Context: an optimization exercise on an open-source flow, tuned for small area and a short achievable clock period. The choices shown serve that exercise and are no tape-out recipe.
Function was checked by simulation only, so behaviour that the tests miss may differ from the original.
No activity file was given, so power comes from the tool's default toggle rates.

$ cat design/flow/constraint.sdc
create_clock -name core_clock -period 12.0 [get_ports {clk}]
set_input_delay 2.4000 -clock core_clock [delete_from_list [all_inputs] [get_ports {clk}]]
set_output_delay 2.4000 -clock core_clock [all_outputs]
set_load 0.01 [all_outputs]
$ cat design/flow/config.mk
export PLATFORM = sky130hd
export DESIGN_NAME = ex_stage_top
export DESIGN_NICKNAME = ex_stage_top
export VERILOG_FILES = /design/flow/design.v
export SDC_FILE = /design/flow/constraint.sdc
export NUM_CORES = 4
export LEC_CHECK = 0
export CAP_MARGIN = 35
export CORE_MARGIN = 2
export CORE_UTILIZATION = 30
export PLACE_DENSITY = 0.45
export SETUP_SLACK_MARGIN = 0.4
export SLEW_MARGIN = 35
export SYNTH_HIERARCHICAL = 1
$ cat design/flow/design.v
`timescale 1ns/1ps
module ex_stage_top (
	input  logic         clk,
	input  logic         rst,           
	input  logic [3:0]   dec_valid,
	input  logic [127:0] dec_pc,
	input  logic [127:0] dec_ins,
	input  logic [127:0] dec_op1,
	input  logic [127:0] dec_op2,
	input  logic [8:0]   dispatch_sel,  
	output logic [3:0]   wb_wen,
	output logic [19:0]  wb_rd,
	output logic [127:0] wb_data,
	output logic [3:0]   jump_en,
	output logic [127:0] jump_addr
);
	logic [3:0] issue;
	always_comb begin
		issue = '0;
		for (int l = 0; l < 3; l++) begin
			if (dispatch_sel[3*l +: 3] != 3'd4) issue[dispatch_sel[3*l +: 2]] = 1'b1;
		end
	end
	for (genvar t = 0; t < 4; t++) begin : g_thread
		ex_thread i_thread (
			.clk       (clk),
			.rst       (rst),
			.issue     (issue[t]),
			.dec_valid (dec_valid[t]),
			.dec_pc    (dec_pc[32*t +: 32]),
			.dec_ins   (dec_ins[32*t +: 32]),
			.dec_op1   (dec_op1[32*t +: 32]),
			.dec_op2   (dec_op2[32*t +: 32]),
			.wb_wen    (wb_wen[t]),
			.wb_rd     (wb_rd[5*t +: 5]),
			.wb_data   (wb_data[32*t +: 32]),
			.jump_en   (jump_en[t]),
			.jump_addr (jump_addr[32*t +: 32])
		);
	end
endmodule
module ex_thread (
	input  logic        clk,
	input  logic        rst,
	input  logic        issue,
	input  logic        dec_valid,
	input  logic [31:0] dec_pc,
	input  logic [31:0] dec_ins,
	input  logic [31:0] dec_op1,
	input  logic [31:0] dec_op2,
	output logic        wb_wen,
	output logic [4:0]  wb_rd,
	output logic [31:0] wb_data,
	output logic        jump_en,
	output logic [31:0] jump_addr
);
	localparam logic [2:0] K_NONE = 3'd0, K_ADD = 3'd1, K_SUB = 3'd2, K_XOR = 3'd3,
		K_OR = 3'd4, K_AND = 3'd5, K_BEQ = 3'd6, K_BNE = 3'd7;
	logic [2:0]       h;
	logic [2:0]       q_v;
	logic [2:0][2:0]  q_k;
	logic [2:0][31:0] q_pc;
	logic [2:0][4:0]  q_rd;   
	logic [2:0][6:0]  q_f7;   
	logic [2:0][4:0]  q_rs1;
	logic [2:0][4:0]  q_rs2;
	logic [2:0][31:0] q_a;
	logic [2:0][31:0] q_b;
	logic        r_wen, r_jen, r_cin;
	logic [4:0]  r_rd;
	logic [31:0] r_s0, r_s1;
	logic [2:0]  r_bg, r_bp;
	logic [31:0] r_val;  
	cs_sel i_sel (
		.s0  (r_s0),
		.s1  (r_s1),
		.bg  (r_bg),
		.bp  (r_bp),
		.cin (r_cin),
		.s   (r_val)
	);
	assign wb_wen    = r_wen;
	assign wb_rd     = r_rd;
	assign wb_data   = r_val;
	assign jump_en   = r_jen;
	assign jump_addr = r_val;
	logic [2:0]  in_k;
	logic [31:0] in_a, in_b;
	logic [6:0]  opc;
	logic [2:0]  f3;
	logic [6:0]  f7;
	assign opc = dec_ins[6:0];
	assign f3  = dec_ins[14:12];
	assign f7  = dec_ins[31:25];
	always_comb begin
		in_k = K_NONE;
		if (opc == 7'b0110011 && dec_ins[11:7] != 5'd0) begin
			case ({f7, f3})
				{7'h00, 3'b000}: in_k = K_ADD;
				{7'h20, 3'b000}: in_k = K_SUB;
				{7'h00, 3'b100}: in_k = K_XOR;
				{7'h00, 3'b110}: in_k = K_OR;
				{7'h00, 3'b111}: in_k = K_AND;
				default:         in_k = K_NONE;
			endcase
		end else if (opc == 7'b1100011) begin
			if (f3 == 3'b000) in_k = K_BEQ;
			else if (f3 == 3'b001) in_k = K_BNE;
		end
	end
	assign in_a = (r_wen && dec_ins[19:15] == r_rd) ? r_val : dec_op1;
	assign in_b = (r_wen && dec_ins[24:20] == r_rd) ? r_val : dec_op2;
	logic [2:0] m_a, m_b;
	always_comb begin
		for (int i = 0; i < 3; i++) begin
			m_a[i] = r_wen && q_rs1[i] == r_rd;
			m_b[i] = r_wen && q_rs2[i] == r_rd;
		end
	end
	logic        empty;
	logic        e_v;
	logic [2:0]  e_k;
	logic [31:0] e_pc, e_a, e_b;
	logic [4:0]  e_rd;
	logic [6:0]  e_f7;
	logic [2:0]  hk;
	logic [31:0] hpc, ha, hb;
	logic [4:0]  hrd;
	logic [6:0]  hf7;
	logic        hma, hmb;
	always_comb begin
		hk = '0; hpc = '0; hrd = '0; hf7 = '0; ha = '0; hb = '0; hma = 1'b0; hmb = 1'b0;
		for (int i = 0; i < 3; i++) begin
			hk  = hk  | ({3{h[i]}}  & q_k[i]);
			hpc = hpc | ({32{h[i]}} & q_pc[i]);
			hrd = hrd | ({5{h[i]}}  & q_rd[i]);
			hf7 = hf7 | ({7{h[i]}}  & q_f7[i]);
			ha  = ha  | ({32{h[i]}} & q_a[i]);
			hb  = hb  | ({32{h[i]}} & q_b[i]);
			hma = hma | (h[i] & m_a[i]);
			hmb = hmb | (h[i] & m_b[i]);
		end
		empty = q_v == 3'b000;
		if (!empty) begin
			e_k  = hk;
			e_pc = hpc;
			e_rd = hrd;
			e_f7 = hf7;
			e_a  = hma ? r_val : ha;
			e_b  = hmb ? r_val : hb;
		end else begin
			e_k  = in_k;
			e_pc = dec_pc;
			e_rd = dec_ins[11:7];
			e_f7 = f7;
			e_a  = in_a;
			e_b  = in_b;
		end
		e_v = (!empty || dec_valid) && !r_jen;  
	end
	logic [31:0] x, imm, p, g, s0, s1;
	logic [3:0]  bg, bp;
	logic        f_add, f_sub, f_xor, f_or, f_and, f_br, eq;
	always_comb begin
		f_add = e_k == K_ADD;
		f_sub = e_k == K_SUB;
		f_xor = e_k == K_XOR;
		f_or  = e_k == K_OR;
		f_and = e_k == K_AND;
		f_br  = e_k == K_BEQ || e_k == K_BNE;
		imm   = {{20{e_f7[6]}}, e_rd[0], e_f7[5:0], e_rd[4:1], 1'b0};
		x     = e_a ^ e_b;
		eq    = x == 32'd0;
		p = ({32{f_add | f_xor}} & x) | ({32{f_sub}} & ~x) | ({32{f_or}} & (e_a | e_b))
			| ({32{f_and}} & e_a & e_b) | ({32{f_br}} & (e_pc ^ imm));
		g = ({32{f_add}} & e_a & e_b) | ({32{f_sub}} & e_a & ~e_b) | ({32{f_br}} & e_pc & imm);
	end
	for (genvar b = 0; b < 4; b++) begin : g_blk
		blk_add i_blk (
			.p  (p[8*b +: 8]),
			.g  (g[8*b +: 8]),
			.s0 (s0[8*b +: 8]),
			.s1 (s1[8*b +: 8]),
			.bg (bg[b]),
			.bp (bp[b])
		);
	end
	always_ff @(posedge clk) begin
		r_wen <= rst && issue && e_v && e_k != K_NONE && !f_br;
		r_jen <= rst && issue && e_v && f_br && (eq ^ e_k[0]);
		r_cin <= f_sub;
		r_rd  <= e_rd;
		r_s0  <= s0;
		r_s1  <= s1;
		r_bg  <= bg[2:0];
		r_bp  <= bp[2:0];
	end
	logic       dup, shift, store, flush;
	logic [2:0] s_v, h_n, tail;
	always_comb begin
		dup = 1'b0;
		for (int i = 0; i < 3; i++) begin
			if (q_v[i] && q_pc[i] == dec_pc) dup = 1'b1;
		end
		shift = issue && !empty;
		s_v   = shift ? (q_v & ~h) : q_v;         
		h_n   = shift ? {h[1:0], h[2]} : h;
		for (int i = 0; i < 3; i++) begin
			tail[i] = (s_v == 3'b000) ? h_n[i] : (!s_v[i] && s_v[(i+2)%3]);
		end
		store = dec_valid && !dup && !(issue && empty);
		flush = !rst || r_jen;
	end
	always_ff @(posedge clk) begin
		h   <= !rst ? 3'b001 : h_n;
		q_v <= flush ? 3'b000 : (s_v | ({3{store}} & tail));
	end
	for (genvar i = 0; i < 3; i++) begin : g_entry
		logic ld, fa, fb, ha_, hb_;
		assign ld  = !s_v[i];
		assign fa  = s_v[i] && m_a[i];
		assign fb  = s_v[i] && m_b[i];
		assign ha_ = s_v[i] && !m_a[i];
		assign hb_ = s_v[i] && !m_b[i];
		always_ff @(posedge clk) begin
			if (ld) begin
				q_k[i]   <= in_k;
				q_pc[i]  <= dec_pc;
				q_rd[i]  <= dec_ins[11:7];
				q_f7[i]  <= f7;
				q_rs1[i] <= dec_ins[19:15];
				q_rs2[i] <= dec_ins[24:20];
			end
			q_a[i] <= ({32{ld}} & in_a) | ({32{fa}} & r_val) | ({32{ha_}} & q_a[i]);
			q_b[i] <= ({32{ld}} & in_b) | ({32{fb}} & r_val) | ({32{hb_}} & q_b[i]);
		end
	end
endmodule
module blk_add (
	input  logic [7:0] p,
	input  logic [7:0] g,
	output logic [7:0] s0,
	output logic [7:0] s1,
	output logic       bg,
	output logic       bp
);
	always_comb begin
		logic [7:0] gg, pp;
		gg = g;
		pp = p;
		for (int d = 1; d < 8; d = d * 2) begin
			for (int i = 7; i >= d; i--) begin
				gg[i] = gg[i] | (pp[i] & gg[i-d]);
				pp[i] = pp[i] & pp[i-d];
			end
		end
		s0 = p ^ {gg[6:0], 1'b0};
		s1 = p ^ {gg[6:0] | pp[6:0], 1'b1};
		bg = gg[7];
		bp = pp[7];
	end
endmodule
module cs_sel (
	input  logic [31:0] s0,
	input  logic [31:0] s1,
	input  logic [2:0]  bg,
	input  logic [2:0]  bp,
	input  logic        cin,
	output logic [31:0] s
);
	logic [3:0] c;
	always_comb begin
		c[0] = cin;
		c[1] = bg[0] | (bp[0] & cin);
		c[2] = bg[1] | (bp[1] & bg[0]) | (bp[1] & bp[0] & cin);
		c[3] = bg[2] | (bp[2] & bg[1]) | (bp[2] & bp[1] & bg[0]) | (bp[2] & bp[1] & bp[0] & cin);
		for (int b = 0; b < 4; b++) s[8*b +: 8] = c[b] ? s1[8*b +: 8] : s0[8*b +: 8];
	end
endmodule
$ cat design/flow/run.sh
#!/bin/bash
# synth_recipe.tcl (not shown) runs the flow's synth.tcl, then flattens the netlist and writes it again
# the make line also repeats each setting of config.mk as NAME=value (left out here)
make -C /OpenROAD-flow-scripts/flow DESIGN_CONFIG=/design/flow/config.mk WORK_HOME=/design/flow/orfs CLKGATE_MAP_FILE= SYNTH_SCRIPT=/design/flow/synth_recipe.tcl finish
==> summary.txt <==
Outcome
  • Status: complete, no violations

Route
  • Drt first pass iters: 13
  • Routed length per instance: 28.2 microns
  • Vias: 92,118
  • Routed wl met3: 36.3 mm
  • Met1 wire length: 189 mm
  • # DRC: 0
  • DRT iter0 DRCs: 11,245
  • Met2 wire len: 201 mm
  • Via/cell ratio: 5.89
  • Highest routed layer: met5
  • Routed WL: 441 mm
  • Detail Route Antenna Nets: 0

Clock network
  • Clock-pin transition on the worst setup and hold timing paths: 0.06 ns
  • Setup bufs post-CTS: 0
  • Post-CTS Resized: 0
  • Max Root-Sink Buffers: 4
  • TritonCTS Buffers: 221
  • CTS tree: built
  • Clk sinks: 1,788
  • H-tree depth: 4
  • Worst skew pair latency: 0.92 ns
  • Root Buffer: clkbuf_16
  • Post-CTS Hold Fix Bufs: 0

Timing
  • RSZ-0062 raised after global routing: false
  • Final period util: 53.9%
  • Clk_skew: 0.0669 ns
  • Final Hold Violating Endpoints: 0
  • Final worst path period need: 6.47 ns
  • Final Max Tran Viols: 0
  • Finish-stage setup viols: 0
  • Final worst slack: 5.53 ns
  • Slew @ Worst Pin: 1.10 ns
  • Min Hold Slack: 0.494 ns
  • F_max: 155 MHz
  • Total negative slack: 0 ns
  • Max-slew headroom: 26.0%

Power
  • Sw power: 10.5 mW
  • Sequential cell fraction of total power: 31.5%
  • Tot Pwr: 25.6 mW
  • Worst VDD drop: 129 uV
  • Power Density: 217 nW/um^2
  • Int Power: 15.1 mW
  • Sw Ratio: 41.1%
  • Clock Power Share: 26.7%
  • Combinational fraction of design power: 41.9%
  • Lkg Pwr: 45.0 nW

Global routing
  • Gr usage total: 24.8%
  • Total gr overflow: 0
  • Vias in the first global route: 88,704
  • Antenna violations before repair: 77
  • Largest net degree at the start of global routing: 104
  • First-pass GRT wire length: 634 mm

Worst setup path
  • Critical path type: input port to register
  • Arrival @ worst endpoint: 7.17 ns
  • Crit-path max FO: 40
  • Kind of end point of the critical path: register
  • WP data required: 12.70 ns
  • Worst Setup Start Kind: input port

Cells and area
  • Finished Cell Area: 118,000 sq um
  • Layout cell share with drive strength beyond 1: 10.5%
  • Final #Nets: 11,729
  • Synth-to-Final Area Change: 18.4%

Floorplan
  • Die Y-Extent: 580 microns
  • Starting Density: 30.1%
  • Num ports: 811
  • Die span in x: 580 microns
  • Core ar.: 330,000 sq um
  • FP Rows: 211
  • Full die area: 336,000 sq um

Placed design
  • Post-Place Setup Slack: 4.45 ns
  • RePlAce Congestion: 0.867
  • DP HPWL: 294 mm
  • Dpl cell area: 110,000 sq um
  • PortBufs: 810

Job
  • # Max-Cap Violations: 0

Synth
  • Syn Inst Count: 10,944
  • Syn_area_per_cell: 9.09 sq um
  • Mapped cell area: 99,500 sq um
  • Number of synthesis warnings: 10
  • Syn Nets: 11,615

Min path
  • Hold crit path type: register to register
-- area by class of cell --
| type | count | area (sq um) |
|---|---|---|
| clock inverter | 111 | 1130 |
| multi-input combinational | 7801 | 51700 |
| tap | 4366 | 5460 |
| antenna | 34 | 85.1 |
| inverter | 227 | 852 |
| fill | 33001 | 212000 |
| clock buffer | 301 | 6160 |
| timing repair buffer | 1019 | 9760 |
| sequential | 1788 | 42700 |
-- path summary, 6_finish.rpt --
path / from / endpoint / slack [ns] / cells past startpoint
setup / recovery: dec_ins[127] / g_thread[3].i_thread.r_s0[7]$_DFF_P_ / 5.53 / 13
hold / removal: g_thread[1].i_thread.q_b[29]$_DFF_P_ / g_thread[1].i_thread.q_b[29]$_DFF_P_ / 0.49 / 2
setup reg to reg: g_thread[0].i_thread.h[1]$_SDFF_PN0_ / g_thread[0].i_thread.r_s0[14]$_DFF_P_ / 6.28 / 16
hold reg to reg: g_thread[1].i_thread.q_b[29]$_DFF_P_ / g_thread[1].i_thread.q_b[29]$_DFF_P_ / 0.49 / 2
-- metal layers --
metal,global-route usage (%),vias to the layer above
met5,0,-
met4,8.66,34
met3,4.33,757
met2,39.6,4589
met1,33.7,45847
li1,-,40891
-- layout by cell type (no fill, tap or decap), types with 200 or more instances in the layout --
cell type / n
dfxtp_1: 1088
inv_1: 215
nor2_1: 1944
a222oi_1: 445
buf_4: 200
o21ai_0: 384
o22ai_1: 939
clkbuf_16: 227
edfxtp_1: 684
nand2_1: 644
xnor2_1: 664
clkdlybuf4s50_1: 809
nand3_1: 404
-- flip-flops by register name, summed over array words and instances (netlist names) --
name / cells
g_thread.i_thread.q_a: 384
g_thread.i_thread.q_b: 384
g_thread.i_thread.q_pc: 384
g_thread.i_thread.r_s0: 128
g_thread.i_thread.r_s1: 128
g_thread.i_thread.q_f7: 84
g_thread.i_thread.q_rd: 60
g_thread.i_thread.q_rs1: 60
g_thread.i_thread.q_rs2: 60
g_thread.i_thread.q_k: 36
g_thread.i_thread.r_rd: 20
g_thread.i_thread.h: 12
g_thread.i_thread.q_v: 12
g_thread.i_thread.r_bg: 12
g_thread.i_thread.r_bp: 12
g_thread.i_thread.r_cin: 4
g_thread.i_thread.r_jen: 4
g_thread.i_thread.r_wen: 4
-- critical path, cell delays in order --
cell,delay (ns)
clkdlybuf4s50_1,0.48
or4_1,0.78
a211o_1,0.38
o41ai_2,0.36
a31oi_4,0.13
buf_4,0.31
or3_1,0.46
buf_4,0.32
o311ai_1,0.85
inv_1,0.19
o21bai_1,0.21
o41ai_2,0.10
xnor2_1,0.16
-- power groups by stage --
stage	Clock, mW	Sequential [mW]	Combinational [mW]
4_1_cts	6.95	8.04	10.6
2_1_floorplan	0	7.86	7.05
3_5_place_dp	0	8.16	10.5
3_3_place_gp	0	8.12	10.4
6_report	6.82	8.05	10.7
5_1_grt	7.18	8.15	11.4
-- per-stage QoR --
step	cells	utilization, %
after CTS	15610	35.6
final	15647	35.7
after floorplan	10944	-
after detailed placement	15198	33.4
after global routing	15635	35.7
after global placement	15197	33.3

port drivers added, routing unchanged:
How much do the figures lean on ideal ports? The routed layout below was timed once more, with nothing changed but the port constraints.
Step 1 assumes that a clkbuf_16 drives the clock port and a buf_2 every other input.
Step 2 moves the port delays by t, midway between the first and last clock arrival at a register: inputs arrive t later, outputs are due t later. That takes back most of the time a late clock gives input paths.
Slacks: ideal ports / drivers / drivers and shift; pairs: ideal ports / drivers.
t, ns: 0.987
setup WS [ns]: 5.531 / 5.609 / 4.622
worst hold slack (ns): 0.494 / 0.494 / 0.494
latest minus earliest clock arrival (ns): 0.070 / 0.070
slew at the worst register clock pin (ns): 0.07 / 0.07
After both steps setup and hold are still met in this run. For this run, drivers alone change the setup slack by +0.078 ns; drivers and shift together by -0.909 ns.
